Context: an optimization exercise on an open-source flow, tuned for small area. The choices shown serve that exercise and are no tape-out recipe. RTL that was checked went through simulation tests only; none was proved equivalent to the original. Function not checked in runs 1 and 2: the RTL went through the layout flow alone. Power and IR drop assume default switching activity.

$ cat design/flow/design.v
package write_back_buffer_pkg;
    localparam int WBB_ADDR_BITS      = 32;
    localparam int WBB_LINE_SIZE_DEF  = 16;
    localparam int WBB_DEPTH_DEF      = 4;
    typedef enum logic {
        IDLE    = 1'b0,
        RD_WAIT = 1'b1
    } wbb_state_e;
    function automatic integer wbb_offset_bits(input integer line_size);
        wbb_offset_bits = $clog2(line_size);
    endfunction
endpackage
module wbb_match #(
    parameter int  DEPTH   = 4,
    parameter int  LA_BITS = 28
) (
    input  logic [DEPTH-1:0]              ent_vld,
    input  logic [DEPTH-1:0][LA_BITS-1:0] ent_addr,
    input  logic [LA_BITS-1:0]            key,
    output logic [DEPTH-1:0]              match
);
    always_comb begin
        for (int i = 0; i < DEPTH; i++) begin
            match[i] = ent_vld[i] && (ent_addr[i] == key);
        end
    end
endmodule
module write_back_buffer
#(
    parameter int  LINE_SIZE   = write_back_buffer_pkg::WBB_LINE_SIZE_DEF,
    parameter int  DEPTH       = write_back_buffer_pkg::WBB_DEPTH_DEF,
    localparam int OFFSET_BITS = write_back_buffer_pkg::wbb_offset_bits(LINE_SIZE),
    localparam int LA_BITS     = write_back_buffer_pkg::WBB_ADDR_BITS - OFFSET_BITS,
    localparam int DW          = LINE_SIZE * 8
) (
    input  logic               clk,
    input  logic               reset,
    input  logic               wb_valid,
    input  logic [LA_BITS-1:0] wb_line_addr,
    input  logic [DW-1:0]      wb_data,
    output logic               wb_ready,
    input  logic               rd_valid_in,
    input  logic [LA_BITS-1:0] rd_line_addr,
    output logic               rd_ready,
    output logic               rd_valid,
    output logic [DW-1:0]      rd_data,
    output logic               rd_fwd,
    output logic               mem_is_input_valid,
    output logic               mem_read,
    output logic               mem_write,
    output logic [LA_BITS-1:0] mem_addr,
    output logic [DW-1:0]      mem_din,
    input  logic               mem_ready,
    input  logic               mem_is_output_valid,
    input  logic [DW-1:0]      mem_dout
);
    localparam int PTR_W = $clog2(DEPTH);
    logic [DEPTH-1:0]              vld_q;
    logic [DEPTH-1:0][LA_BITS-1:0] addr_q;
    logic [DEPTH-1:0][DW-1:0]      data_q;
    logic [DEPTH-1:0]              head_q;      
    logic [PTR_W-1:0]              tail_q;
    logic                          wait_q;      
    logic                          pend_q;
    logic [LA_BITS-1:0]            pend_addr_q;
    logic [DEPTH-1:0]              fwd_q;       
    logic [DEPTH-1:0] wm, rm, head_oh, dwe, dhold, tail_oh, vld_d, fwd_d;
    logic full, nonempty, new_same, wb_hit, rd_hit_buf, same, wb_acc, rd_acc, rd_hit, read_req;
    logic go, issue_drain, issue_read, alloc, drain_hit_head;
    wbb_match #(.DEPTH(DEPTH), .LA_BITS(LA_BITS)) u_wb_match (
        .ent_vld  (vld_q),
        .ent_addr (addr_q),
        .key      (wb_line_addr),
        .match    (wm)
    );
    wbb_match #(.DEPTH(DEPTH), .LA_BITS(LA_BITS)) u_rd_match (
        .ent_vld  (vld_q),
        .ent_addr (addr_q),
        .key      (rd_line_addr),
        .match    (rm)
    );
    always_comb begin
        for (int i = 0; i < DEPTH; i++) begin
            tail_oh[i] = (tail_q == PTR_W'(i));
        end
        head_oh     = head_q;
        full        = &vld_q;
        nonempty    = |vld_q;
        wb_hit      = |wm;
        rd_hit_buf  = |rm;
        same        = (wb_line_addr == rd_line_addr);
        wb_ready    = !full || wb_hit;
        wb_acc      = wb_valid && wb_ready;
        rd_ready    = !wait_q && !pend_q;
        rd_acc      = rd_valid_in && rd_ready;
        new_same    = wb_valid && !full && same;
        rd_hit      = rd_hit_buf || new_same;
        read_req    = (rd_acc && !rd_hit) || pend_q;
        go          = !wait_q && mem_ready;
        issue_drain = go && nonempty && (!read_req || full);
        issue_read  = go && read_req && !full;
        drain_hit_head = issue_drain && |(wm & head_oh);
        alloc       = wb_valid && ((!wb_hit && !full) || drain_hit_head);
        vld_d       = (vld_q & ~({DEPTH{issue_drain}} & head_oh)) | ({DEPTH{alloc}} & tail_oh);
        dwe         = ~vld_q | (wm & {DEPTH{wb_valid}});
        dhold       = vld_q & ~(wm & {DEPTH{wb_valid}});
        fwd_d       = rd_acc ? (rd_hit_buf ? rm : (new_same ? tail_oh : '0)) : '0;
    end
    always_ff @(posedge clk) begin
        if (reset) begin
            vld_q  <= '0;
            head_q <= DEPTH'(1);
            tail_q <= '0;
            wait_q <= 1'b0;
            pend_q <= 1'b0;
            fwd_q  <= '0;
        end else begin
            vld_q  <= vld_d;
            if (issue_drain) head_q <= {head_q[DEPTH-2:0], head_q[DEPTH-1]};
            tail_q <= tail_q + PTR_W'(alloc);
            wait_q <= wait_q ? !mem_is_output_valid : issue_read;
            pend_q <= read_req && !issue_read;
            fwd_q  <= fwd_d;
        end
    end
    always_ff @(posedge clk) begin
        for (int i = 0; i < DEPTH; i++) begin
            if (!vld_q[i]) addr_q[i] <= wb_line_addr;
            data_q[i] <= ({DW{dwe[i]}} & wb_data) | ({DW{dhold[i]}} & data_q[i]);
        end
        if (!pend_q) pend_addr_q <= rd_line_addr;
    end
    always_comb begin
        rd_data = wait_q ? mem_dout : '0;
        mem_din = '0;
        mem_addr = (pend_q && !full) ? pend_addr_q : ((!pend_q && read_req && !full) ? rd_line_addr : '0);
        for (int i = 0; i < DEPTH; i++) begin
            rd_data = rd_data | ({DW{fwd_q[i]}} & data_q[i]);
            mem_din = mem_din | ({DW{head_oh[i]}} & data_q[i]);
            mem_addr = mem_addr | ({LA_BITS{head_oh[i] && !(read_req && !full)}} & addr_q[i]);
        end
    end
    assign rd_fwd             = |fwd_q;
    assign rd_valid           = rd_fwd || (wait_q && mem_is_output_valid);
    assign mem_is_input_valid = issue_read || issue_drain;
    assign mem_read           = issue_read;
    assign mem_write          = issue_drain;
endmodule
$ cat design/flow/flow/run.sh
#!/bin/bash
# Standard ORFS layout (the standard.sh), with the port buffers that global placement
# inserts made as the smallest plain buffer instead of the tool's default pick.
set -euo pipefail
export BUFFER_PORTS_ARGS="-buffer_cell sky130_fd_sc_hd__buf_1"
bash standard.sh > standard_flow.log 2>&1
$ cat design/flow/standard.sh
#!/bin/bash
# synth_recipe.tcl (not shown) runs the flow's synth.tcl, then flattens the netlist and writes it again
# the make line also repeats each setting of config.mk as NAME=value (left out here)
make -C /OpenROAD-flow-scripts/flow DESIGN_CONFIG=/design/flow/config.mk WORK_HOME=/design/flow/orfs CLKGATE_MAP_FILE= SYNTH_SCRIPT=/design/flow/synth_recipe.tcl "${@:-finish}"
$ cat design/flow/config.mk
export PLATFORM = sky130hd
export DESIGN_NAME = write_back_buffer
export DESIGN_NICKNAME = write_back_buffer
export VERILOG_FILES = /design/flow/design.v
export SDC_FILE = /design/flow/constraint.sdc
export NUM_CORES = 4
export LEC_CHECK = 0
export CAP_MARGIN = 20
export CORE_MARGIN = 2
export CORE_UTILIZATION = 55
export CTS_BUF_LIST = sky130_fd_sc_hd__clkbuf_8
export CTS_CLUSTER_DIAMETER = 50
export CTS_CLUSTER_SIZE = 16
export SLEW_MARGIN = 20
$ cat design/flow/constraint.sdc
create_clock -name core_clock -period 6.0 [get_ports {clk}]
set_input_delay 1.2000 -clock core_clock [delete_from_list [all_inputs] [get_ports {clk}]]
set_output_delay 1.2000 -clock core_clock [all_outputs]
set_load 0.01 [all_outputs]
==> metrics.csv, run 1 <==
metric,value,unit
DRC violation total after the first TritonRoute iteration,3185,
combined area of all synthesized cells,30100,um2
sequential cell area fraction in the yosys report,66.2,%
Crit path depth,10,
worst vdd ir,269,uV
clock tree skew after final layout,0.0394,ns
leading post-synthesis cells by cell area,"edfxtp_1 (65%), a22oi_1 (10%), xnor2_1 (4.7%)",
total of endpoints with negative setup slack in the final report,0,
DRC errors left,0,
share of the clock period used by the worst path after layout,90.1,%
Longest Clk Path Bufs,3,
YS warnings,2,
critical path capture point,mem_addr[0],
reg-to-reg setup timing slack,2.18,ns
detailed-route wire length per cell,30.5,um
Floorplan Core Area,53900,um2
Lkg Pwr,0.0122,uW
number of resized instances in the post-cts repair step,0,
count of buffers inserted at the top-level ports,608,
Setup Buffers After CTS,0,
commonest register cell after synthesis,edfxtp_1,
starting density of the core,55.8,%
top fanout value on the critical path,19,
CP Cell Sequence,"buf_1, xnor2_1, nand4_1, nor4_1, nand4_1, nand4_2, o21bai_2, buf_4, o21ai_0, buf_1",
remaining antenna violation count,0,
DIE HEIGHT,238,um
critical path data required time,4.80,ns
non-filler instance count after layout,3481,
Layout area overhead,15.3,%
worst-case hold slack,0.615,ns
post-synth net total,2497,
count of standard-cell rows,85,
relative max-transition margin,22.9,%
delay of the slowest cell on the worst path,0.62,ns
number of optimization iterations in the first detailed-route pass,9,
power density over cell area,306,nW/um2
share of async-settable or async-resettable flops after synthesis,0,%
startpoint kind of the worst setup timing path,primary input,
depth of the CTS H-tree,2,
internal power component,7610,uW
total clock buffers created by CTS,60,
die outline width,238,um
TritonCTS clock tree,done,
mean cell area of the mapped netlist,13.8,um2
Placed Area,33100,um2
final instance area,34700,um2
slowest cell on the critical path,buf_1,
start point of the critical path,rd_line_addr[7],
total of flip-flops plus latches after synthesis,668,
number of cells produced by synthesis,2178,
accumulated negative setup slack,0,ns
final-report max-slew violation count,0,
buffers plus inverters on the worst setup path,3,
maxcap violations,0,
RSZ-0062 raised after global routing,no,
proportion of power drawn by the clock network,30.2,%
Sw Pwr,3020,uW
global-route wire length before repair,152000,um
Hold Buf Count CTS,0,
Final Hold Vio Count,0,
Layout Utilization,64.3,%
clock tree root buffer cell,clkbuf_8,
status,"complete, no violations",
total I/O pin count,609,
via density per instance,6.67,
number of placed instances with taps included,3348,
via total after detailed routing,23222,
Die Area,56600,um2
last weighted congestion value of the routability-driven placer,0.958,
"leading cell type in the layout, fill and taps excluded",edfxtp_1,
combinational fraction of design power,14.4,%
worst-margin pin slew,1.16,ns
crit path time final,5.41,ns
CTS Sinks,668,
leading area contributor after synthesis,edfxtp_1,
"top library cells by usage in the layout, fill and taps aside","edfxtp_1 (652), buf_1 (608), a22oi_1 (412)",
fraction of layout instances using a drive strength above 1,7.24,%
classification of the worst setup path,in2out,
"Arr. time, crit path",4.21,ns
total grt overflow,0,
number of nets at the end of the flow,3034,
endpoint kind of the worst setup timing path,output pin,
area fraction of the dominant cell type after synthesis,65.1,%
origin of the critical flop-to-flop path,addr_q[64]$_DFFE_PN_,
half-perimeter wire length of the detailed placement result,70200,um
count of flip-flops with a built-in enable after synthesis,652,
number of cells on the worst reg-to-reg path,6,
hold-critical path depth,1,
register share of total power,55.4,%
vias in the first global route,22551,
largest net degree at the start of global routing,129,
latest clock arrival within the worst-skew pair,0.74,ns
"Clk pin slew, worst setup/hold paths",0.10,ns
Cell variety after synth,47,
Max Clock Freq,0.185,GHz
kind of path behind the tightest hold check,reg2reg,
sw frac,28.4,%
antenna violations before repair,29,
"CP delay by family, top",buffers and inverters,
overall global routing resource usage,36.6,%
wire length reported by the detailed router,106000,um
-- synthesized netlist by cell type (2+ instances only) --
library cell  instances
nand4_1              49
a22o_1               29
a22oi_1             412
xnor2_1             163
inv_1                15
clkbuf_1            139
buf_4                 6
a221oi_1             28
nor3_1                2
nor2b_1               2
nor4_1               33
dfxtp_1              16
xnor2_2               2
buf_2                42
o211ai_1              2
o41ai_2               2
o21a_1                2
nand2_1             270
nor2_1                6
mux2i_1               2
nand3_1               6
edfxtp_1            652
o21ai_0              35
a222oi_1            128
buf_6                11
a21oi_1               6
buf_1                 9
or2_2                 2
xor2_1               88
o22ai_1               2
-- worst min path at each step --
stage          slack, ns                      to                    from
6_report            0.62     vld_q[1]$_SDFF_PP0_    tail_q[1]$_SDFF_PP0_
5_1_grt             0.65     vld_q[1]$_SDFF_PP0_    tail_q[1]$_SDFF_PP0_
4_1_cts             0.61     vld_q[1]$_SDFF_PP0_    tail_q[1]$_SDFF_PP0_
3_5_place_dp        0.59     vld_q[1]$_SDFF_PP0_    tail_q[1]$_SDFF_PP0_
3_3_place_gp        0.57     vld_q[2]$_SDFF_PP0_    tail_q[0]$_SDFF_PP0_
2_1_floorplan       0.50  head_q[0]$_SDFFE_PP1N_  head_q[0]$_SDFFE_PP1N_
-- per-stage QoR --
| step | worst slack (ns) | total power [uW] |
|---|---|---|
| after floorplan | 0.133 | 6720 |
| after global placement | 0.739 | 7450 |
| after detailed placement | 0.702 | 7490 |
| after CTS | 0.709 | 10600 |
| after global routing | 0.526 | 11000 |
| final | 0.593 | 10600 |
-- power by group through the flow --
stage / Sequential (uW) / Combinational (uW) / Clock (uW)
final: 5880 / 1530 / 3210
after floorplan: 5880 / 837 / 0
after global routing: 5930 / 1620 / 3400
after CTS: 5870 / 1510 / 3240
after global placement: 5950 / 1500 / 0
after detailed placement: 5980 / 1510 / 0
-- cell families after synthesis --
| group | after synthesis | share of synthesized area, % |
|---|---|---|
| DFF | 668 | 66.2 |
| xor gates and xnor gates | 253 | 7.42 |
| muxes | 2 | 0.0666 |
| AOI/OAI and AO/OA | 651 | 17.3 |
| adders and majority gates | 1 | 0.0416 |
| and+or+nand+nor | 380 | 5.67 |
| buffers and inverters | 223 | 3.31 |
-- area by class of cell --
class,count,area [um2]
inverter,16,60.1
clock inverter,46,607
clock buffer,64,881
timing repair buffer,682,3050
antenna,22,55.1
fill,4170,19200
tap,696,871
multi-input combinational,1287,9220
sequential,668,19900
-- routing by layer --
layer / global-route usage [%] / share of wire [%]
met1: 48.4 / 37
met2: 58.3 / 48
met3: 8.78 / 11
met4: 15.2 / 4.4
met5: 0 / 0.13
==> inputs of run 2 (changes only) <==
--- a/design/flow/config.mk
+++ b/design/flow/config.mk
@@ -9,6 +9,6 @@
 export CORE_MARGIN = 2
 export CORE_UTILIZATION = 55
-export CTS_BUF_LIST = sky130_fd_sc_hd__clkbuf_8
-export CTS_CLUSTER_DIAMETER = 50
-export CTS_CLUSTER_SIZE = 16
+export CTS_BUF_LIST = sky130_fd_sc_hd__clkbuf_16
+export CTS_CLUSTER_DIAMETER = 80
+export CTS_CLUSTER_SIZE = 30
 export SLEW_MARGIN = 20
==> metrics.csv, run 2 <==
metric,value,unit
status,"complete, no violations",
power density over cell area,301,nW/um2
"Arr. time, crit path",4.17,ns
total of endpoints with negative setup slack in the final report,0,
count of standard-cell rows,85,
"Clk pin slew, worst setup/hold paths",0.09,ns
vias in the first global route,22243,
number of cells produced by synthesis,2178,
Hold Buf Count CTS,0,
post-synth net total,2497,
Final Hold Vio Count,0,
global-route wire length before repair,150000,um
kind of path behind the tightest hold check,reg2reg,
via total after detailed routing,23040,
classification of the worst setup path,in2out,
final-report max-slew violation count,0,
via density per instance,6.71,
worst-case hold slack,0.625,ns
worst vdd ir,270,uV
CTS Sinks,668,
detailed-route wire length per cell,30.7,um
total of flip-flops plus latches after synthesis,668,
half-perimeter wire length of the detailed placement result,70200,um
die outline width,238,um
worst-margin pin slew,1.17,ns
most frequent cells after synthesis,"edfxtp_1 (652), a22oi_1 (412), nand2_1 (270)",
overall global routing resource usage,36.2,%
Die Area,56600,um2
critical path data required time,4.80,ns
share of async-settable or async-resettable flops after synthesis,0,%
starting density of the core,55.8,%
PnR worst setup slack,0.630,ns
remaining antenna violation count,0,
clock tree root buffer cell,clkbuf_16,
depth of the CTS H-tree,2,
number of optimization iterations in the first detailed-route pass,9,
area fraction of the dominant cell type after synthesis,65.1,%
total power,10400,uW
Layout Utilization,63.9,%
Setup Buffers After CTS,0,
startpoint kind of the worst setup timing path,primary input,
count of flip-flops with a built-in enable after synthesis,652,
"leading cell type in the layout, fill and taps excluded",edfxtp_1,
largest net degree at the start of global routing,129,
total grt overflow,0,
share of the clock period used by the worst path after layout,89.5,%
wire length reported by the detailed router,106000,um
maxcap violations,0,
"top library cells by usage in the layout, fill and taps aside","edfxtp_1 (652), buf_1 (608), a22oi_1 (412)",
RSZ-0062 raised after global routing,no,
antenna violations before repair,30,
number of nets at the end of the flow,3009,
leading post-synthesis cells by cell area,"edfxtp_1 (65%), a22oi_1 (10%), xnor2_1 (4.7%)",
top fanout value on the critical path,19,
combined area of all synthesized cells,30100,um2
Floorplan Core Area,53900,um2
Place WS,0.702,ns
sequential cell area fraction in the yosys report,66.2,%
YS warnings,2,
Cell variety after synth,47,
footprint of the multi-input gates,9220,um2
count of buffers inserted at the top-level ports,608,
leading area contributor after synthesis,edfxtp_1,
Lkg Pwr,0.0120,uW
mean cell area of the mapped netlist,13.8,um2
number of fill cells,4172,
Longest Clk Path Bufs,3,
last weighted congestion value of the routability-driven placer,0.958,
Sequential cell area,19900,um2
clock tree skew after final layout,0.0279,ns
DIE HEIGHT,238,um
Layout area overhead,14.6,%
TritonCTS clock tree,done,
commonest register cell after synthesis,edfxtp_1,
accumulated negative setup slack,0,ns
relative max-transition margin,22.3,%
total I/O pin count,609,
DRC violation total after the first TritonRoute iteration,3202,
total clock buffers created by CTS,35,
fraction of layout instances using a drive strength above 1,5.82,%
Max Clock Freq,0.186,GHz
number of resized instances in the post-cts repair step,0,
endpoint kind of the worst setup timing path,output pin,
latest clock arrival within the worst-skew pair,0.59,ns
crit path time final,5.37,ns
DRC errors left,0,
most repeated cell in the gate-level netlist after synthesis,edfxtp_1,
==> run 2: cells by family (layout without fill, tap and decap cells) <==
family	Yosys count	after routing	share of synthesized area, %
xor gates and xnor gates	253	253	7.42
and+or+nand+nor	380	380	5.67
adders and majority gates	1	1	0.0416
buffers and inverters	223	759	3.31
other	0	25	0
muxes	2	2	0.0666
DFF	668	668	66.2
AOI/OAI and AO/OA	651	651	17.3
==> run 2: routing by layer <==
metal / wire [um] / vias to the layer above / track usage (%)
li1: - / 9808 / -
met3: 11600 / 228 / 8.36
met4: 4440 / 18 / 14.6
met5: 131 / - / 0
met2: 50500 / 1517 / 58.0
met1: 38900 / 11469 / 48.2
==> run 2: report_power, final <==
group          leakage, uW  total [uW]  internal (uW)  switching (uW)
combinational      0.00446        1530            511            1020
sequential         0.00693        5880           5580             306
clock             0.000612        2940           1330            1620
total               0.0120       10400           7410            2940
==> run 2: cell type report <==
cell class | instances | share of cell area [%]
sequential | 668 | 57.9
multi-input combinational | 1287 | 26.8
timing repair buffer | 682 | 8.84
clock buffer | 35 | 2.54
tap | 696 | 2.53
clock inverter | 26 | 1.09
antenna | 25 | 0.182
inverter | 16 | 0.174
==> run 2: through the flow <==
stage	instance area (um2)	std cells
after floorplan	30100	2178
after global placement	33100	3348
after detailed placement	33100	3348
after CTS	34400	3409
after global routing	34400	3428
final	34400	3435
==> run 2: critical path: stages <==
cell and delay (ns):
buf_1 0.60, xnor2_1 0.22, nand4_1 0.18, nor4_1 0.48, nand4_1 0.22, nand4_2 0.21, o21bai_2 0.34, buf_4 0.32
o21ai_0 0.20, buf_1 0.18
==> run 2: path summary, 6_finish.rpt <==
path	start	endpoint	slack (ns)	cells after the start
max reg2reg	addr_q[72]$_DFFE_PN_	flip-flop	2.21	6
min reg2reg	tail_q[1]$_SDFF_PP0_	vld_q[1]$_SDFF_PP0_	0.63	1
min	tail_q[1]$_SDFF_PP0_	vld_q[1]$_SDFF_PP0_	0.63	1
max	rd_line_addr[7]	mem_addr[0]	0.63	10
==> inputs of run 3 (changes only) <==
--- a/design/flow/design.v
+++ b/design/flow/design.v
@@ -24,4 +24,17 @@
             match[i] = ent_vld[i] && (ent_addr[i] == key);
         end
+    end
+endmodule
+module wbb_line #(
+    parameter int W = 156
+) (
+    input  logic         clk,
+    input  logic         we,
+    input  logic         hold,
+    input  logic [W-1:0] d,
+    output logic [W-1:0] q
+);
+    always_ff @(posedge clk) begin
+        q <= (d & {W{we}}) | (q & {W{hold}});
     end
 endmodule
@@ -124,11 +137,20 @@
         end
     end
-    always_ff @(posedge clk) begin
-        for (int i = 0; i < DEPTH; i++) begin
-            if (!vld_q[i]) addr_q[i] <= wb_line_addr;
-            data_q[i] <= ({DW{dwe[i]}} & wb_data) | ({DW{dhold[i]}} & data_q[i]);
-        end
-        if (!pend_q) pend_addr_q <= rd_line_addr;
+    for (genvar g = 0; g < DEPTH; g++) begin : g_line
+        wbb_line #(.W(LA_BITS + DW)) u_line (
+            .clk  (clk),
+            .we   (dwe[g]),
+            .hold (dhold[g]),
+            .d    ({wb_line_addr, wb_data}),
+            .q    ({addr_q[g], data_q[g]})
+        );
     end
+    wbb_line #(.W(LA_BITS)) u_pend_addr (
+        .clk  (clk),
+        .we   (!pend_q),
+        .hold (pend_q),
+        .d    (rd_line_addr),
+        .q    (pend_addr_q)
+    );
     always_comb begin
         rd_data = wait_q ? mem_dout : '0;
--- a/design/flow/config.mk
+++ b/design/flow/config.mk
@@ -8,7 +8,9 @@
 export CAP_MARGIN = 20
 export CORE_MARGIN = 2
-export CORE_UTILIZATION = 55
-export CTS_BUF_LIST = sky130_fd_sc_hd__clkbuf_16
-export CTS_CLUSTER_DIAMETER = 80
-export CTS_CLUSTER_SIZE = 30
+export CORE_UTILIZATION = 65
+export CTS_BUF_LIST = sky130_fd_sc_hd__clkbuf_8
+export CTS_CLUSTER_DIAMETER = 50
+export CTS_CLUSTER_SIZE = 16
+export PLACE_DENSITY = 0.75
 export SLEW_MARGIN = 20
+export SYNTH_HIERARCHICAL = 1
==> metrics.csv, run 3 <==
metric,value,unit
share of the clock period used by the worst path after layout,93.9,%
Final Hold Vio Count,0,
remaining antenna violation count,0,
worst vdd ir,279,uV
combined area of all synthesized cells,30200,um2
number of fill cells,3356,
worst-margin pin slew,1.22,ns
maxcap violations,0,
number of optimization iterations in the first detailed-route pass,10,
classification of the worst setup path,in2out,
DRC errors left,0,
starting density of the core,66.3,%
YS warnings,10,
half-perimeter wire length of the detailed placement result,76300,um
most frequent CP cell,nor4_1,
wire length reported by the detailed router,123000,um
max FFs per register,624,
clock tree skew after final layout,0.0428,ns
power density over cell area,314,nW/um2
total of endpoints with negative setup slack in the final report,0,
die outline width,220,um
slowest cell on the critical path,nor4_1,
RSZ-0062 raised after global routing,no,
top fanout value on the critical path,29,
TritonCTS clock tree,done,
CP Cell Sequence,"buf_1, xor2_1, nor4_1, nand4_1, nor4_1, nor4_1, nand3_1, o21ba_1, buf_4, nand3_1, o211ai_1, buf_1",
Hold Buf Count CTS,0,
status,"complete, no violations",
Place WS,0.517,ns
most frequent cells after synthesis,"a22o_1 (673), dfxtp_1 (668), a22oi_1 (386)",
mean cell area of the mapped netlist,10.2,um2
accumulated negative setup slack,0,ns
"top library cells by usage in the layout, fill and taps aside","a22o_1 (673), dfxtp_1 (659), buf_1 (608)",
vias in the first global route,28983,
Cell variety after synth,45,
crit path time final,5.64,ns
DIE HEIGHT,220,um
count of flip-flops with a built-in enable after synthesis,0,
non-filler instance count after layout,4058,
total I/O pin count,609,
"leading cell type in the layout, fill and taps excluded",a22o_1,
detailed-route wire length per cell,30.4,um
clock tree root buffer cell,clkbuf_8,
antenna violations before repair,23,
commonest register cell after synthesis,dfxtp_1,
via density per instance,7.66,
fraction of layout instances using a drive strength above 1,5.36,%
latest clock arrival within the worst-skew pair,0.73,ns
Longest Clk Path Bufs,3,
Die Area,48200,um2
total grt overflow,0,
Max Clock Freq,0.177,GHz
number of nets at the end of the flow,3719,
critical path data required time,4.80,ns
Largest regs,"g_line.u_line.q x624, u_pend_addr.q x28",
total clock buffers created by CTS,55,
DRC violation total after the first TritonRoute iteration,5717,
relative max-transition margin,19.0,%
largest net degree at the start of global routing,157,
CTS Sinks,668,
"Clk pin slew, worst setup/hold paths",0.08,ns
overall global routing resource usage,49.0,%
kind of path behind the tightest hold check,reg2reg,
number of placed instances with taps included,3941,
via total after detailed routing,31103,
leading post-synthesis cells by cell area,"dfxtp_1 (44%), a22o_1 (20%), a22oi_1 (9.6%)",
number of resized instances in the post-cts repair step,0,
post-synth net total,3291,
area fraction of the dominant cell type after synthesis,44.3,%
leading area contributor after synthesis,dfxtp_1,
endpoint kind of the worst setup timing path,output pin,
"Arr. time, crit path",4.44,ns
Lkg Pwr,0.0131,uW
Layout area overhead,10.9,%
Floorplan Core Area,45600,um2
global-route wire length before repair,182000,um
depth of the CTS H-tree,2,
last weighted congestion value of the routability-driven placer,0.982,
Setup Buffers After CTS,0,
count of buffers inserted at the top-level ports,608,
final-report max-slew violation count,0,
Largest Register,g_line.u_line.q,
delay of the slowest cell on the worst path,0.52,ns
PnR worst setup slack,0.365,ns
startpoint kind of the worst setup timing path,primary input,
sequential cell area fraction in the yosys report,44.3,%
most repeated cell in the gate-level netlist after synthesis,a22o_1,
share of async-settable or async-resettable flops after synthesis,0,%
count of standard-cell rows,78,
total of flip-flops plus latches after synthesis,668,
number of cells produced by synthesis,2972,
run 3: cell types whose count changed after synthesis, moves of 18 or more:
cell	change
o21ai_0	-35
xor2_1	+80
o211ai_1	+26
nand2_1	+37
buf_4	+79
buf_1	+18
a22o_1	+644
nand4_1	-20
nand3_1	+35
dfxtp_1	+652
edfxtp_1	-652
a22oi_1	-26
xnor2_1	-78
run 3: cell type report:
type | count | area, um2 | share of cell area (%)
Inverter | 14 | 75.1 | 0.224
Timing Repair Buffer | 677 | 2930 | 8.73
Clock inverter | 29 | 354 | 1.06
Antenna cell | 26 | 65.1 | 0.194
Multi-Input combinational cell | 1984 | 15100 | 45.1
Tap cell | 600 | 751 | 2.24
Sequential cell | 668 | 13400 | 40.0
Clock buffer | 60 | 826 | 2.46
run 3: worst paths after layout:
check                                       start                        endpoint  slack, ns  cells past startpoint
setup / recovery                 rd_line_addr[16]                    mem_addr[12]       0.36                     12
hold / removal          u_pend_addr.q[19]$_DFF_P_       u_pend_addr.q[19]$_DFF_P_       0.48                      1
hold reg to reg         u_pend_addr.q[19]$_DFF_P_       u_pend_addr.q[19]$_DFF_P_       0.48                      1
setup reg to reg  g_line[2].u_line.q[145]$_DFF_P_  g_line[2].u_line.q[75]$_DFF_P_       2.37                      8
run 3: stage by stage:
step | cell area (um2) | total power [uW] | hold WS [ns] | utilization, %
6_report | 33500 | 10500 | 0.477 | 73.5
3_3_place_gp | 32200 | 7570 | 0.453 | 70.6
2_1_floorplan | 30200 | 6740 | 0.439 | -
4_1_cts | 33400 | 10400 | 0.481 | 73.2
3_5_place_dp | 32200 | 7640 | 0.454 | 70.6
5_1_grt | 33500 | 10800 | 0.493 | 73.5
run 3: cell families (layout without fill, tap and decap cells):
kind of cell,after synthesis,count (layout),synth area share (%)
flops,668,668,44.3
mux,1,1,0.0331
simple gates,454,454,6.62
fa+ha+maj,1,1,0.0414
buf+inv,320,780,5.87
other cells,0,26,0
compound gates,1275,1275,35.8
xor+xnor,253,253,7.34
run 3: critical path, delay by kind of cell:
kind / cells / cell delay, ns
AOI/OAI and AO/OA: 2 / 0.39
xor gates and xnor gates: 1 / 0.14
buffers and inverters: 3 / 0.92
and+or+nand+nor: 6 / 1.74
run 3: power breakdown:
part	internal, uW	switching [uW]
Clock	1210	1630
Sequential	4910	553
Combinational	901	1300
Total	7020	3480
run 3: metal layers:
layer  track usage, %  vias to the layer above  share of wire [%]
li1                 -                    12635                  -
met1             64.2                    14835                 36
met2             71.5                     2963                 42
met3             14.9                      658                 15
met4             28.0                       12                7.3
met5                0                        -              0.066
==> inputs of run 4 (changes only) <==
--- a/design/flow/config.mk
+++ b/design/flow/config.mk
@@ -8,9 +8,8 @@
 export CAP_MARGIN = 20
 export CORE_MARGIN = 2
-export CORE_UTILIZATION = 65
+export CORE_UTILIZATION = 55
 export CTS_BUF_LIST = sky130_fd_sc_hd__clkbuf_8
 export CTS_CLUSTER_DIAMETER = 50
 export CTS_CLUSTER_SIZE = 16
-export PLACE_DENSITY = 0.75
 export SLEW_MARGIN = 20
 export SYNTH_HIERARCHICAL = 1
==> metrics.csv, run 4 <==
metric,value,unit
"Arr. time, crit path",4.47,ns
number of resized instances in the post-cts repair step,0,
Max Clock Freq,0.176,GHz
Die Area,56800,um2
Cell variety after synth,45,
total I/O pin count,609,
startpoint kind of the worst setup timing path,primary input,
Hold Buf Count CTS,0,
share of the clock period used by the worst path after layout,94.4,%
Largest Register,g_line.u_line.q,
depth of the CTS H-tree,3,
Sw Pwr,3690,uW
mean cell area of the mapped netlist,10.2,um2
count of flip-flops with a built-in enable after synthesis,0,
number of placed instances with taps included,4045,
busiest layer in global routing,met2,
final-report max-slew violation count,0,
starting density of the core,55.9,%
DIE HEIGHT,238,um
DRC violation total after the first TritonRoute iteration,4446,
power density over cell area,320,nW/um2
via total after detailed routing,30113,
fraction of layout instances using a drive strength above 1,6.37,%
crit path time final,5.67,ns
status,"complete, no violations",
latest clock arrival within the worst-skew pair,0.71,ns
Layout area overhead,12.3,%
"top library cells by usage in the layout, fill and taps aside","a22o_1 (673), dfxtp_1 (659), buf_1 (608)",
wire length reported by the detailed router,127000,um
GR Layer Usage met3,10.9,%
proportion of power drawn by the clock network,29.5,%
clock tree root buffer cell,clkbuf_8,
relative max-transition margin,15.1,%
most frequent cells after synthesis,"a22o_1 (673), dfxtp_1 (668), a22oi_1 (386)",
global routing met2 resource utilization,64.4,%
"Clk pin slew, worst setup/hold paths",0.07,ns
worst vdd ir,313,uV
leading area contributor after synthesis,dfxtp_1,
worst-case hold slack,0.477,ns
CTS Sinks,668,
clock tree skew after final layout,0.0450,ns
endpoint kind of the worst setup timing path,output pin,
largest net degree at the start of global routing,157,
non-filler instance count after layout,4189,
Final Hold Vio Count,0,
global-route wire length before repair,185000,um
GRT met1 Usage,56.0,%
combined area of all synthesized cells,30200,um2
total grt overflow,0,
share of async-settable or async-resettable flops after synthesis,0,%
maxcap violations,0,
internal power component,7180,uW
register share of total power,50.2,%
most repeated cell in the gate-level netlist after synthesis,a22o_1,
sequential cell area fraction in the yosys report,44.3,%
total of endpoints with negative setup slack in the final report,0,
total of flip-flops plus latches after synthesis,668,
reg-to-reg setup timing slack,2.51,ns
Floorplan Core Area,54000,um2
area fraction of the dominant cell type after synthesis,44.3,%
sw frac,34.0,%
Place WS,0.487,ns
post-synth net total,3291,
total clock buffers created by CTS,67,
half-perimeter wire length of the detailed placement result,77800,um
number of nets at the end of the flow,3738,
Largest regs,"g_line.u_line.q x624, u_pend_addr.q x28",
count of standard-cell rows,85,
TritonCTS clock tree,done,
remaining antenna violation count,0,
Longest Clk Path Bufs,3,
kind of path behind the tightest hold check,reg2reg,
last weighted congestion value of the routability-driven placer,0.982,
critical path data required time,4.80,ns
die outline width,238,um
number of cells produced by synthesis,2972,
combinational fraction of design power,20.3,%
leading post-synthesis cells by cell area,"dfxtp_1 (44%), a22o_1 (20%), a22oi_1 (9.6%)",
Setup Buffers After CTS,0,
antenna violations before repair,31,
count of buffers inserted at the top-level ports,608,
PnR worst setup slack,0.333,ns
total power,10900,uW
max FFs per register,624,
number of optimization iterations in the first detailed-route pass,10,
accumulated negative setup slack,0,ns
YS warnings,10,
overall global routing resource usage,42.4,%
DRC errors left,0,
classification of the worst setup path,in2out,
detailed-route wire length per cell,30.4,um
Lkg Pwr,0.0132,uW
"leading cell type in the layout, fill and taps excluded",a22o_1,
commonest register cell after synthesis,dfxtp_1,
via density per instance,7.19,
top fanout value on the critical path,11,
vias in the first global route,28476,
worst-margin pin slew,1.27,ns
RSZ-0062 raised after global routing,no,
-- run 4: cell counts after synthesis --
Identical to the previous run, type by type.
-- run 4: metrics by stage --
| stage | cell area [um2] | util, % |
|---|---|---|
| 6_report | 33900 | 62.8 |
| 5_1_grt | 33900 | 62.8 |
| 4_1_cts | 33800 | 62.6 |
| 3_5_place_dp | 32400 | 59.9 |
| 3_3_place_gp | 32400 | 59.9 |
| 2_1_floorplan | 30200 | - |
-- run 4: layer usage --
layer	vias to the layer above	routed length (um)	part of all wire [%]
li1	12698	-	-
met1	14591	48400	38
met2	2374	55700	44
met3	432	15800	12
met4	18	7270	5.7
met5	-	121	0.095
-- run 4: critical path, cell delays in order --
cell	delay [ns]
buf_1	0.40
xor2_1	0.18
nor4_1	0.46
nand4_1	0.26
nor4_2	0.52
nor4_1	0.12
nand3_1	0.15
o21ba_1	0.45
a21oi_4	0.36
buf_1	0.35
-- run 4: layout make-up --
cell class	instances	area, um2
clock buffers	74	1020
inverters	14	82.6
multi-input cells	1984	15100
clock inverters	45	452
well taps	696	871
flip-flops and latches	668	13400
fillers	4646	20100
diodes	24	60.1
repair buffers	684	2930
-- run 4: logic make-up (layout without fill, tap and decap cells) --
family | after synthesis | count (layout) | synth area share (%)
mux | 1 | 1 | 0.0331
simple gates | 454 | 454 | 6.62
flops | 668 | 668 | 44.3
compound gates | 1275 | 1275 | 35.8
buf+inv | 320 | 817 | 5.87
other cells | 0 | 24 | 0
fa+ha+maj | 1 | 1 | 0.0414
xor+xnor | 253 | 253 | 7.34
-- run 4: path summary, 6_finish.rpt --
path	end	startpoint	cells after the start
setup / recovery	mem_write	rd_line_addr[26]	10
hold reg to reg	u_pend_addr.q[20]$_DFF_P_	u_pend_addr.q[20]$_DFF_P_	1
hold / removal	u_pend_addr.q[20]$_DFF_P_	u_pend_addr.q[20]$_DFF_P_	1
setup reg to reg	g_line[1].u_line.q[97]$_DFF_P_	g_line[1].u_line.q[132]$_DFF_P_	8
-- run 4: power groups by stage --
| stage | clock, uW | sequential, uW | combinational (uW) |
|---|---|---|---|
| after global placement | 0 | 5500 | 2130 |
| after detailed placement | 0 | 5520 | 2160 |
| after CTS | 3200 | 5430 | 2170 |
| final | 3210 | 5450 | 2210 |
| after global routing | 3390 | 5500 | 2330 |
| after floorplan | 0 | 5320 | 1420 |
==> inputs of run 5 (changes only) <==
--- a/design/flow/config.mk
+++ b/design/flow/config.mk
@@ -9,7 +9,7 @@
 export CORE_MARGIN = 2
 export CORE_UTILIZATION = 55
-export CTS_BUF_LIST = sky130_fd_sc_hd__clkbuf_8
-export CTS_CLUSTER_DIAMETER = 50
-export CTS_CLUSTER_SIZE = 16
+export CTS_BUF_LIST = sky130_fd_sc_hd__clkbuf_16
+export CTS_CLUSTER_DIAMETER = 80
+export CTS_CLUSTER_SIZE = 30
 export SLEW_MARGIN = 20
 export SYNTH_HIERARCHICAL = 1
==> metrics.csv, run 5 <==
metric,value,unit
TritonCTS clock tree,done,
DIE HEIGHT,238,um
critical path data required time,4.80,ns
Max Clock Freq,0.178,GHz
share of the clock period used by the worst path after layout,93.6,%
power density over cell area,312,nW/um2
vias in the first global route,28047,
count of buffers inserted at the top-level ports,608,
total I/O pin count,609,
number of resized instances in the post-cts repair step,0,
Layout area overhead,11.0,%
half-perimeter wire length of the detailed placement result,77800,um
global-route wire length before repair,184000,um
sw frac,32.7,%
Floorplan Core Area,54000,um2
fraction of layout instances using a drive strength above 1,4.70,%
Longest Clk Path Bufs,3,
kind of path behind the tightest hold check,reg2reg,
YS warnings,10,
classification of the worst setup path,in2out,
non-filler instance count after layout,4118,
clock tree skew after final layout,0.0271,ns
HP Start,u_pend_addr.q[20]$_DFF_P_,
number of cells produced by synthesis,2972,
number of optimization iterations in the first detailed-route pass,10,
worst vdd ir,257,uV
Sw Pwr,3420,uW
overall global routing resource usage,42.0,%
footprint of the multi-input gates,15100,um2
status,"complete, no violations",
Largest regs,"g_line.u_line.q x624, u_pend_addr.q x28",
clock tree root buffer cell,clkbuf_16,
startpoint kind of the worst setup timing path,primary input,
Hold Buf Count CTS,0,
total of flip-flops plus latches after synthesis,668,
commonest register cell after synthesis,dfxtp_1,
capture instance of the worst register-to-register path,g_line[1].u_line.q[97]$_DFF_P_,
CTS Sinks,668,
top fanout value on the critical path,25,
leading post-synthesis cells by cell area,"dfxtp_1 (44%), a22o_1 (20%), a22oi_1 (9.6%)",
max FFs per register,624,
detailed-route wire length per cell,30.7,um
Lkg Pwr,0.0130,uW
relative max-transition margin,16.9,%
via density per instance,7.27,
number of nets at the end of the flow,3701,
register share of total power,52.2,%
final-report max-slew violation count,0,
RSZ-0062 raised after global routing,no,
DRC violation total after the first TritonRoute iteration,4667,
most repeated cell in the gate-level netlist after synthesis,a22o_1,
number of placed instances with taps included,4045,
endpoint kind of the worst setup timing path,output pin,
latest clock arrival within the worst-skew pair,0.66,ns
Setup Buffers After CTS,0,
total of endpoints with negative setup slack in the final report,0,
antenna violations before repair,27,
combinational fraction of design power,21.1,%
largest net degree at the start of global routing,157,
post-synth net total,3291,
Die Area,56800,um2
Largest Register,g_line.u_line.q,
total grt overflow,0,
count of standard-cell rows,85,
origin of the critical flop-to-flop path,g_line[1].u_line.q[132]$_DFF_P_,
share of async-settable or async-resettable flops after synthesis,0,%
combined area of all synthesized cells,30200,um2
remaining antenna violation count,0,
Worst Hold Endpoint,u_pend_addr.q[20]$_DFF_P_,
last weighted congestion value of the routability-driven placer,0.982,
"Clk pin slew, worst setup/hold paths",0.09,ns
via total after detailed routing,29947,
DRC errors left,0,
die outline width,238,um
internal power component,7030,uW
accumulated negative setup slack,0,ns
hold-critical path depth,1,
starting density of the core,55.9,%
most frequent cells after synthesis,"a22o_1 (673), dfxtp_1 (668), a22oi_1 (386)",
sequential cell area fraction in the yosys report,44.3,%
leading area contributor after synthesis,dfxtp_1,
count of flip-flops with a built-in enable after synthesis,0,
mean cell area of the mapped netlist,10.2,um2
depth of the CTS H-tree,1,
number of cells on the worst reg-to-reg path,9,
number of fill cells,4669,
maxcap violations,0,
"Arr. time, crit path",4.41,ns
Cell variety after synth,45,
Final Hold Vio Count,0,
reg-to-reg setup timing slack,2.49,ns
crit path time final,5.61,ns
worst-margin pin slew,1.25,ns
proportion of power drawn by the clock network,26.6,%
total clock buffers created by CTS,30,
area fraction of the dominant cell type after synthesis,44.3,%
"leading cell type in the layout, fill and taps excluded",a22o_1,
"top library cells by usage in the layout, fill and taps aside","a22o_1 (673), dfxtp_1 (659), buf_1 (608)",
Sequential cell area,13400,um2
wire length reported by the detailed router,126000,um
-- run 5: cell counts after synthesis --
No cell type changed its count.
-- run 5: per-layer routing --
metal	GRT usage [%]	wire [um]	vias to the layer above
li1	-	-	12590
met1	56.6	48300	14732
met2	64.7	56300	2236
met3	8.83	15000	371
met4	19.4	6680	18
met5	0	121	-
-- run 5: layout make-up --
cell class / instances / share of cell area (%)
Multi-Input combinational cell: 1984 / 45.0
Clock buffer: 31 / 2.31
Timing Repair Buffer: 684 / 8.75
Clock inverter: 22 / 0.948
Inverter: 14 / 0.246
Tap cell: 696 / 2.60
Sequential cell: 668 / 40.0
Antenna cell: 19 / 0.142
-- run 5: logic make-up (layout without fill, tap and decap cells) --
kind of cell | Yosys count | in the layout | share of synthesized area [%]
buffers and inverters | 320 | 751 | 5.87
AOI/OAI and AO/OA | 1275 | 1275 | 35.8
adders and majority gates | 1 | 1 | 0.0414
xor gates and xnor gates | 253 | 253 | 7.34
muxes | 1 | 1 | 0.0331
other | 0 | 19 | 0
and+or+nand+nor | 454 | 454 | 6.62
DFF | 668 | 668 | 44.3
-- run 5: stage by stage --
step / total power, uW / utilization [%] / worst slack (ns) / instance area, um2 / hold WS [ns]
4_1_cts: 10400 / 61.9 / 0.467 / 33500 / 0.484
2_1_floorplan: 6740 / - / 1.80 / 30200 / 0.439
6_report: 10400 / 62.1 / 0.387 / 33500 / 0.483
3_5_place_dp: 7680 / 59.9 / 0.487 / 32400 / 0.454
3_3_place_gp: 7630 / 59.9 / 0.553 / 32400 / 0.451
5_1_grt: 10800 / 62.1 / 0.311 / 33500 / 0.497
-- run 5: critical path, stage by stage --
cell and delay (ns):
buf_1 0.40, xor2_1 0.18, nor4_1 0.46, nand4_1 0.26, nor4_2 0.51, nor4_1 0.12, nand3_1 0.15, o21ba_1 0.43
buf_12 0.29, nand3_1 0.09, o211ai_1 0.12, buf_1 0.17
-- run 5: worst max-delay path by stage --
stage	start	to	depth (start not counted)
2_1_floorplan	rd_line_addr[20]	mem_addr[11]	11
3_3_place_gp	rd_line_addr[4]	mem_is_input_valid	13
3_5_place_dp	rd_line_addr[4]	mem_addr[17]	12
4_1_cts	rd_line_addr[4]	mem_addr[17]	12
5_1_grt	rd_line_addr[4]	mem_write	10
6_report	rd_line_addr[26]	mem_addr[17]	12
-- run 5: power groups by stage --
stage	Combinational, uW	Clock [uW]	Sequential (uW)
4_1_cts	2170	2790	5430
3_5_place_dp	2160	0	5520
2_1_floorplan	1420	0	5320
6_report	2210	2780	5460
5_1_grt	2330	2960	5500
3_3_place_gp	2130	0	5500
==> inputs of run 6 (changes only) <==
--- a/design/flow/config.mk
+++ b/design/flow/config.mk
@@ -8,8 +8,9 @@
 export CAP_MARGIN = 20
 export CORE_MARGIN = 2
-export CORE_UTILIZATION = 55
+export CORE_UTILIZATION = 65
 export CTS_BUF_LIST = sky130_fd_sc_hd__clkbuf_16
 export CTS_CLUSTER_DIAMETER = 80
 export CTS_CLUSTER_SIZE = 30
+export PLACE_DENSITY = 0.75
 export SLEW_MARGIN = 20
 export SYNTH_HIERARCHICAL = 1
==> metrics.csv, run 6 <==
metric,value,unit
count of standard-cell rows,78,
HP Start,u_pend_addr.q[19]$_DFF_P_,
latest clock arrival within the worst-skew pair,0.66,ns
worst-margin pin slew,1.23,ns
most frequent cells after synthesis,"a22o_1 (673), dfxtp_1 (668), a22oi_1 (386)",
leading post-synthesis cells by cell area,"dfxtp_1 (44%), a22o_1 (20%), a22oi_1 (9.6%)",
wire length reported by the detailed router,123000,um
Largest regs,"g_line.u_line.q x624, u_pend_addr.q x28",
count of buffers inserted at the top-level ports,608,
number of placed instances with taps included,3941,
leading area contributor after synthesis,dfxtp_1,
Largest Register,g_line.u_line.q,
slowest cell on the critical path,nor4_1,
number of resized instances in the post-cts repair step,0,
CP Cell Sequence,"buf_1, xor2_1, nor4_1, nand4_1, nor4_1, nor4_1, nand3_1, o21ba_1, buf_4, nand3_1, o211ai_1, buf_1",
total of flip-flops plus latches after synthesis,668,
footprint of the multi-input gates,15100,um2
share of async-settable or async-resettable flops after synthesis,0,%
total of endpoints with negative setup slack in the final report,0,
power density over cell area,307,nW/um2
worst vdd ir,305,uV
share of the clock period used by the worst path after layout,94.6,%
capture instance of the worst register-to-register path,g_line[2].u_line.q[78]$_DFF_P_,
kind of path behind the tightest hold check,reg2reg,
YS warnings,10,
relative max-transition margin,17.3,%
clock tree skew after final layout,0.0620,ns
number of cells on the worst reg-to-reg path,8,
CTS Sinks,668,
count of flip-flops with a built-in enable after synthesis,0,
via total after detailed routing,30874,
via density per instance,7.70,
DRC violation total after the first TritonRoute iteration,5411,
Sequential cell area,13400,um2
status,"complete, no violations",
maxcap violations,0,
Longest Clk Path Bufs,3,
reg-to-reg setup timing slack,2.38,ns
Setup Buffers After CTS,0,
most repeated cell in the gate-level netlist after synthesis,a22o_1,
delay of the slowest cell on the worst path,0.55,ns
Cell variety after synth,45,
accumulated negative setup slack,0,ns
DIE HEIGHT,220,um
overall global routing resource usage,48.6,%
most frequent CP cell,nor4_1,
hold-critical path depth,1,
Final Hold Vio Count,0,
clock tree root buffer cell,clkbuf_16,
die outline width,220,um
number of cells produced by synthesis,2972,
commonest register cell after synthesis,dfxtp_1,
endpoint kind of the worst setup timing path,output pin,
total I/O pin count,609,
mean cell area of the mapped netlist,10.2,um2
number of optimization iterations in the first detailed-route pass,11,
sequential cell area fraction in the yosys report,44.3,%
"Arr. time, crit path",4.48,ns
Worst Hold Endpoint,u_pend_addr.q[19]$_DFF_P_,
depth of the CTS H-tree,1,
Layout area overhead,10.2,%
combined area of all synthesized cells,30200,um2
DRC errors left,0,
area fraction of the dominant cell type after synthesis,44.3,%
Hold Buf Count CTS,0,
critical path data required time,4.80,ns
half-perimeter wire length of the detailed placement result,76300,um
classification of the worst setup path,in2out,
non-filler instance count after layout,4012,
origin of the critical flop-to-flop path,g_line[2].u_line.q[145]$_DFF_P_,
post-synth net total,3291,
vias in the first global route,28808,
crit path time final,5.68,ns
antenna violations before repair,20,
Die Area,48200,um2
max FFs per register,624,
"leading cell type in the layout, fill and taps excluded",a22o_1,
TritonCTS clock tree,done,
RSZ-0062 raised after global routing,no,
Lkg Pwr,0.0129,uW
Floorplan Core Area,45600,um2
final-report max-slew violation count,0,
total clock buffers created by CTS,30,
last weighted congestion value of the routability-driven placer,0.982,
largest net degree at the start of global routing,157,
startpoint kind of the worst setup timing path,primary input,
starting density of the core,66.3,%
Max Clock Freq,0.176,GHz
global-route wire length before repair,181000,um
"top library cells by usage in the layout, fill and taps aside","a22o_1 (673), dfxtp_1 (659), buf_1 (608)",
number of nets at the end of the flow,3695,
remaining antenna violation count,0,
number of fill cells,3341,
detailed-route wire length per cell,30.7,um
total grt overflow,0,
"Clk pin slew, worst setup/hold paths",0.10,ns
top fanout value on the critical path,29,
fraction of layout instances using a drive strength above 1,4.28,%
-- run 6: cell counts after synthesis --
No cell type changed its count.
-- run 6: how the worst max path moves through the flow --
stage | from | to | slack (ns) | cells after the start
final | rd_line_addr[16] | mem_addr[0] | 0.32 | 12
after global routing | rd_line_addr[1] | mem_addr[22] | 0.25 | 12
after CTS | rd_line_addr[9] | mem_addr[12] | 0.50 | 12
after detailed placement | rd_line_addr[9] | mem_addr[12] | 0.52 | 12
after global placement | rd_line_addr[17] | mem_addr[11] | 0.62 | 12
after floorplan | rd_line_addr[20] | mem_addr[11] | 1.80 | 11
-- run 6: per-layer routing --
metal / share of wire (%) / global-route usage, % / routed length, um
met1: 36 / 63.9 / 44100
met3: 15 / 14.7 / 18300
met4: 6.9 / 25.8 / 8470
met5: 0.047 / 0 / 58
met2: 42 / 71.7 / 52400
-- run 6: worst max-delay path: cells and delay by family --
family	cells	cell delay (ns)
AOI/OAI and AO/OA	2	0.40
xor gates and xnor gates	1	0.14
buffers and inverters	3	0.91
and+or+nand+nor	6	1.80
-- run 6: stage by stage --
| step | setup slack [ns] | utilization (%) | instance area, um2 | hold WS (ns) | power, uW |
|---|---|---|---|---|---|
| detailed placement | 0.517 | 70.6 | 32200 | 0.454 | 7640 |
| global route | 0.249 | 73.0 | 33300 | 0.495 | 10500 |
| floorplan | 1.80 | - | 30200 | 0.439 | 6740 |
| global placement | 0.617 | 70.6 | 32200 | 0.453 | 7570 |
| CTS | 0.495 | 72.8 | 33200 | 0.483 | 10100 |
| finish | 0.321 | 73.0 | 33300 | 0.479 | 10200 |
-- run 6: power breakdown --
group	leakage, uW	switching (uW)	total [uW]	internal (uW)
combinational	0.00680	1300	2210	901
clock	0.000471	1540	2540	1010
sequential	0.00564	555	5470	4910
-- run 6: logic make-up after synthesis --
family	count (synthesis)	synth area share [%]
AO/OA/AOI/OAI	1275	35.8
flip-flops	668	44.3
AND/OR/NAND/NOR	454	6.62
buffers and inverters	320	5.87
XOR/XNOR	253	7.34
multiplexers	1	0.0331
adder cells (fa/ha/maj)	1	0.0414
-- run 6: layout make-up --
class	count	share of cell area [%]
well taps	600	2.26
multi-input cells	1984	45.3
inverters	14	0.226
flip-flops and latches	668	40.3
repair buffers	678	8.80
diodes	21	0.158
clock buffers	30	2.26
clock inverters	17	0.669
==> inputs of run 7 (changes only) <==
--- a/design/flow/config.mk
+++ b/design/flow/config.mk
@@ -8,9 +8,9 @@
 export CAP_MARGIN = 20
 export CORE_MARGIN = 2
-export CORE_UTILIZATION = 65
+export CORE_UTILIZATION = 70
 export CTS_BUF_LIST = sky130_fd_sc_hd__clkbuf_16
 export CTS_CLUSTER_DIAMETER = 80
 export CTS_CLUSTER_SIZE = 30
-export PLACE_DENSITY = 0.75
+export PLACE_DENSITY = 0.8
 export SLEW_MARGIN = 20
 export SYNTH_HIERARCHICAL = 1
==> metrics.csv, run 7 <==
metric,value,unit
status,"complete, no violations",
"top library cells by usage in the layout, fill and taps aside","a22o_1 (673), dfxtp_1 (659), buf_1 (608)",
clock tree root buffer cell,clkbuf_16,
Largest regs,"g_line.u_line.q x624, u_pend_addr.q x28",
post-synth net total,3291,
number of resized instances in the post-cts repair step,0,
maxcap violations,0,
worst vdd ir,299,uV
area share of and/or/nand/nor cells after synthesis,6.62,%
endpoint kind of the worst setup timing path,output pin,
DRC violation total after the first TritonRoute iteration,6489,
classification of the worst setup path,in2out,
most repeated cell in the gate-level netlist after synthesis,a22o_1,
number of nets at the end of the flow,3689,
startpoint kind of the worst setup timing path,primary input,
"leading cell type in the layout, fill and taps excluded",a22o_1,
share of synthesized area spent on multiplexers,0.0331,%
leading area contributor after synthesis,dfxtp_1,
kind of path behind the tightest hold check,reg2reg,
clock tree skew after final layout,0.0448,ns
last weighted congestion value of the routability-driven placer,1.01,
CTS Sinks,668,
Placed Area,32100,um2
top fanout value on the critical path,28,
Setup Buffers After CTS,0,
share of the clock period used by the worst path after layout,95.0,%
combined area of all synthesized cells,30200,um2
starting density of the core,70.6,%
share of async-settable or async-resettable flops after synthesis,0,%
Worst Hold Endpoint,u_pend_addr.q[19]$_DFF_P_,
total grt overflow,0,
number of optimization iterations in the first detailed-route pass,13,
delay of the slowest cell on the worst path,0.60,ns
via total after detailed routing,31011,
global-route wire length before repair,178000,um
via density per instance,7.85,
Crit path depth,12,
number of cells on the worst reg-to-reg path,9,
area fraction of the dominant cell type after synthesis,44.3,%
commonest register cell after synthesis,dfxtp_1,
crit path time final,5.70,ns
CP Cell Sequence,"buf_1, xor2_1, nor4_1, nand4_1, nor4_1, nor4_1, nand3_1, o21ba_1, buf_4, nand3_1, o211ai_1, buf_1",
Floorplan Core Area,42800,um2
detailed-route wire length per cell,30.5,um
"CP delay by family, top",simple AND/OR/NAND/NOR gates,
number of cells produced by synthesis,2972,
worst-margin pin slew,1.22,ns
worst-case hold slack,0.485,ns
count of buffers inserted at the top-level ports,608,
most frequent CP cell,nor4_1,
depth of the CTS H-tree,1,
antenna violations before repair,20,
total of endpoints with negative setup slack in the final report,0,
"Arr. time, crit path",4.50,ns
largest net degree at the start of global routing,157,
number of fill cells,2748,
relative max-transition margin,18.7,%
wire length reported by the detailed router,120000,um
total I/O pin count,609,
Max Clock Freq,0.175,GHz
non-filler instance count after layout,3952,
YS warnings,10,
fraction of layout instances using a drive strength above 1,4.11,%
Die Area,44800,um2
overall global routing resource usage,51.0,%
half-perimeter wire length of the detailed placement result,75200,um
number of placed instances with taps included,3884,
buffers plus inverters on the worst setup path,3,
dominant combinational cell family by area after synthesis,compound AO/OA/AOI/OAI gates,
sequential cell area fraction in the yosys report,44.3,%
final instance area,33100,um2
final-report max-slew violation count,0,
Compound-Gate Fraction of Synth Area,35.8,%
capture instance of the worst register-to-register path,g_line[0].u_line.q[148]$_DFF_P_,
mean cell area of the mapped netlist,10.2,um2
xor/xnor share of the synthesized area,7.34,%
DIE HEIGHT,212,um
max FFs per register,624,
Lkg Pwr,0.0129,uW
latest clock arrival within the worst-skew pair,0.66,ns
hold-critical path depth,1,
Final Hold Vio Count,0,
total clock buffers created by CTS,29,
TritonCTS clock tree,done,
HP Start,u_pend_addr.q[19]$_DFF_P_,
RSZ-0062 raised after global routing,no,
remaining antenna violation count,0,
die outline width,212,um
count of standard-cell rows,76,
Largest Register,g_line.u_line.q,
Hold Buf Count CTS,0,
slowest cell on the critical path,nor4_1,
critical path data required time,4.80,ns
vias in the first global route,28847,
"Clk pin slew, worst setup/hold paths",0.09,ns
Longest Clk Path Bufs,3,
leading post-synthesis cells by cell area,"dfxtp_1 (44%), a22o_1 (20%), a22oi_1 (9.6%)",
reg-to-reg setup timing slack,2.35,ns
accumulated negative setup slack,0,ns
power density over cell area,307,nW/um2
"post-synthesis share of cell area spent on full adders, half adders and majority gates",0.0414,%
count of flip-flops with a built-in enable after synthesis,0,
DRC errors left,0,
most frequent cells after synthesis,"a22o_1 (673), dfxtp_1 (668), a22oi_1 (386)",
origin of the critical flop-to-flop path,g_line[0].u_line.q[129]$_DFF_P_,
Cell variety after synth,45,
Layout area overhead,9.65,%
total of flip-flops plus latches after synthesis,668,
-- run 7: cell counts after synthesis --
Identical to the previous run, type by type.
-- run 7: worst max-delay path by stage --
stage,start,slack [ns],endpoint
6_report,rd_line_addr[16],0.30,mem_addr[1]
5_1_grt,rd_line_addr[16],0.16,mem_addr[15]
4_1_cts,rd_line_addr[16],0.43,mem_addr[1]
3_5_place_dp,rd_line_addr[16],0.44,mem_addr[1]
3_3_place_gp,rd_line_addr[4],0.56,mem_addr[15]
2_1_floorplan,rd_line_addr[20],1.80,mem_addr[11]
-- run 7: logic make-up after synthesis --
| kind of cell | count (synthesis) |
|---|---|
| buf+inv | 320 |
| mux | 1 |
| simple gates | 454 |
| xor+xnor | 253 |
| fa+ha+maj | 1 |
| flops | 668 |
| compound gates | 1275 |
-- run 7: power by group --
part | leakage, uW | total [uW] | switching [uW] | internal (uW)
combinational | 0.00677 | 2230 | 1320 | 908
sequential | 0.00564 | 5460 | 547 | 4910
clock | 0.000454 | 2480 | 1510 | 973
total | 0.0129 | 10200 | 3380 | 6790
-- run 7: cell type report --
class / instances / area [um2] / area share, %
multi-input combinational: 1984 / 15100 / 45.6
clock inverter: 18 / 198 / 0.597
tap: 546 / 683 / 2.06
clock buffer: 29 / 726 / 2.19
inverter: 14 / 72.6 / 0.219
timing repair buffer: 673 / 2880 / 8.70
antenna: 20 / 50.0 / 0.151
sequential: 668 / 13400 / 40.5
-- run 7: per-layer routing --
metal,vias to the layer above,share of wire (%),GRT usage [%]
li1,12556,-,-
met1,14536,35,66.5
met2,3147,42,76.0
met3,760,15,14.6
met4,12,8.1,28.8
met5,-,0.061,0
-- run 7: stage by stage --
step	util (%)	setup slack [ns]	power (uW)
6_report	77.4	0.298	10200
5_1_grt	77.4	0.165	10400
4_1_cts	77.2	0.433	10000
3_5_place_dp	75.1	0.442	7650
3_3_place_gp	75.1	0.565	7550
2_1_floorplan	-	1.80	6740

[port drivers added, routing unchanged]
In the flow no input, the clock included, has a driving cell. The finished layouts below were timed again as built, in two steps.
Step 1 (the two cells are an assumption about what drives the block):
set clk [get_ports {clk}]
set_driving_cell -lib_cell sky130_fd_sc_hd__clkbuf_16 $clk
set_driving_cell -lib_cell sky130_fd_sc_hd__buf_2 [delete_from_list [all_inputs] $clk]
Step 2 adds t to the input delays and takes it off the output delays; t is the mean of the earliest and latest rising clock arrival at the registers after step 1. Input paths then give back, and output paths get back, about the clock's delay inside the block.
Slacks: ideal / step 1 / step 2; pairs: ideal / step 1.
run	shift t [ns]	slack for setup (ns)	hold slack, ns	worst register clock-pin slew, ns	worst data-port slew with drivers (ns)
run 1	0.784	0.593 / 0.544 / 0.544	0.615 / 0.615 / 0.615	0.10 / 0.10	0.12
run 2	0.641	0.630 / 0.580 / 0.580	0.625 / 0.625 / 0.625	0.11 / 0.11	0.14
run 3	0.770	0.365 / 0.335 / 0.335	0.477 / 0.477 / 0.477	0.11 / 0.11	0.18
run 4	0.752	0.333 / 0.308 / 0.308	0.477 / 0.477 / 0.477	0.11 / 0.11	0.14
run 5	0.712	0.387 / 0.362 / 0.362	0.483 / 0.483 / 0.483	0.12 / 0.12	0.12
run 6	0.695	0.321 / 0.290 / 0.290	0.479 / 0.479 / 0.479	0.12 / 0.12	0.16
run 7	0.697	0.298 / 0.271 / 0.271	0.485 / 0.485 / 0.485	0.12 / 0.12	0.15
After both steps setup and hold are still met in every run listed. For run 2, which loses most, drivers alone change the setup slack by -0.050 ns; drivers and shift together by -0.050 ns.
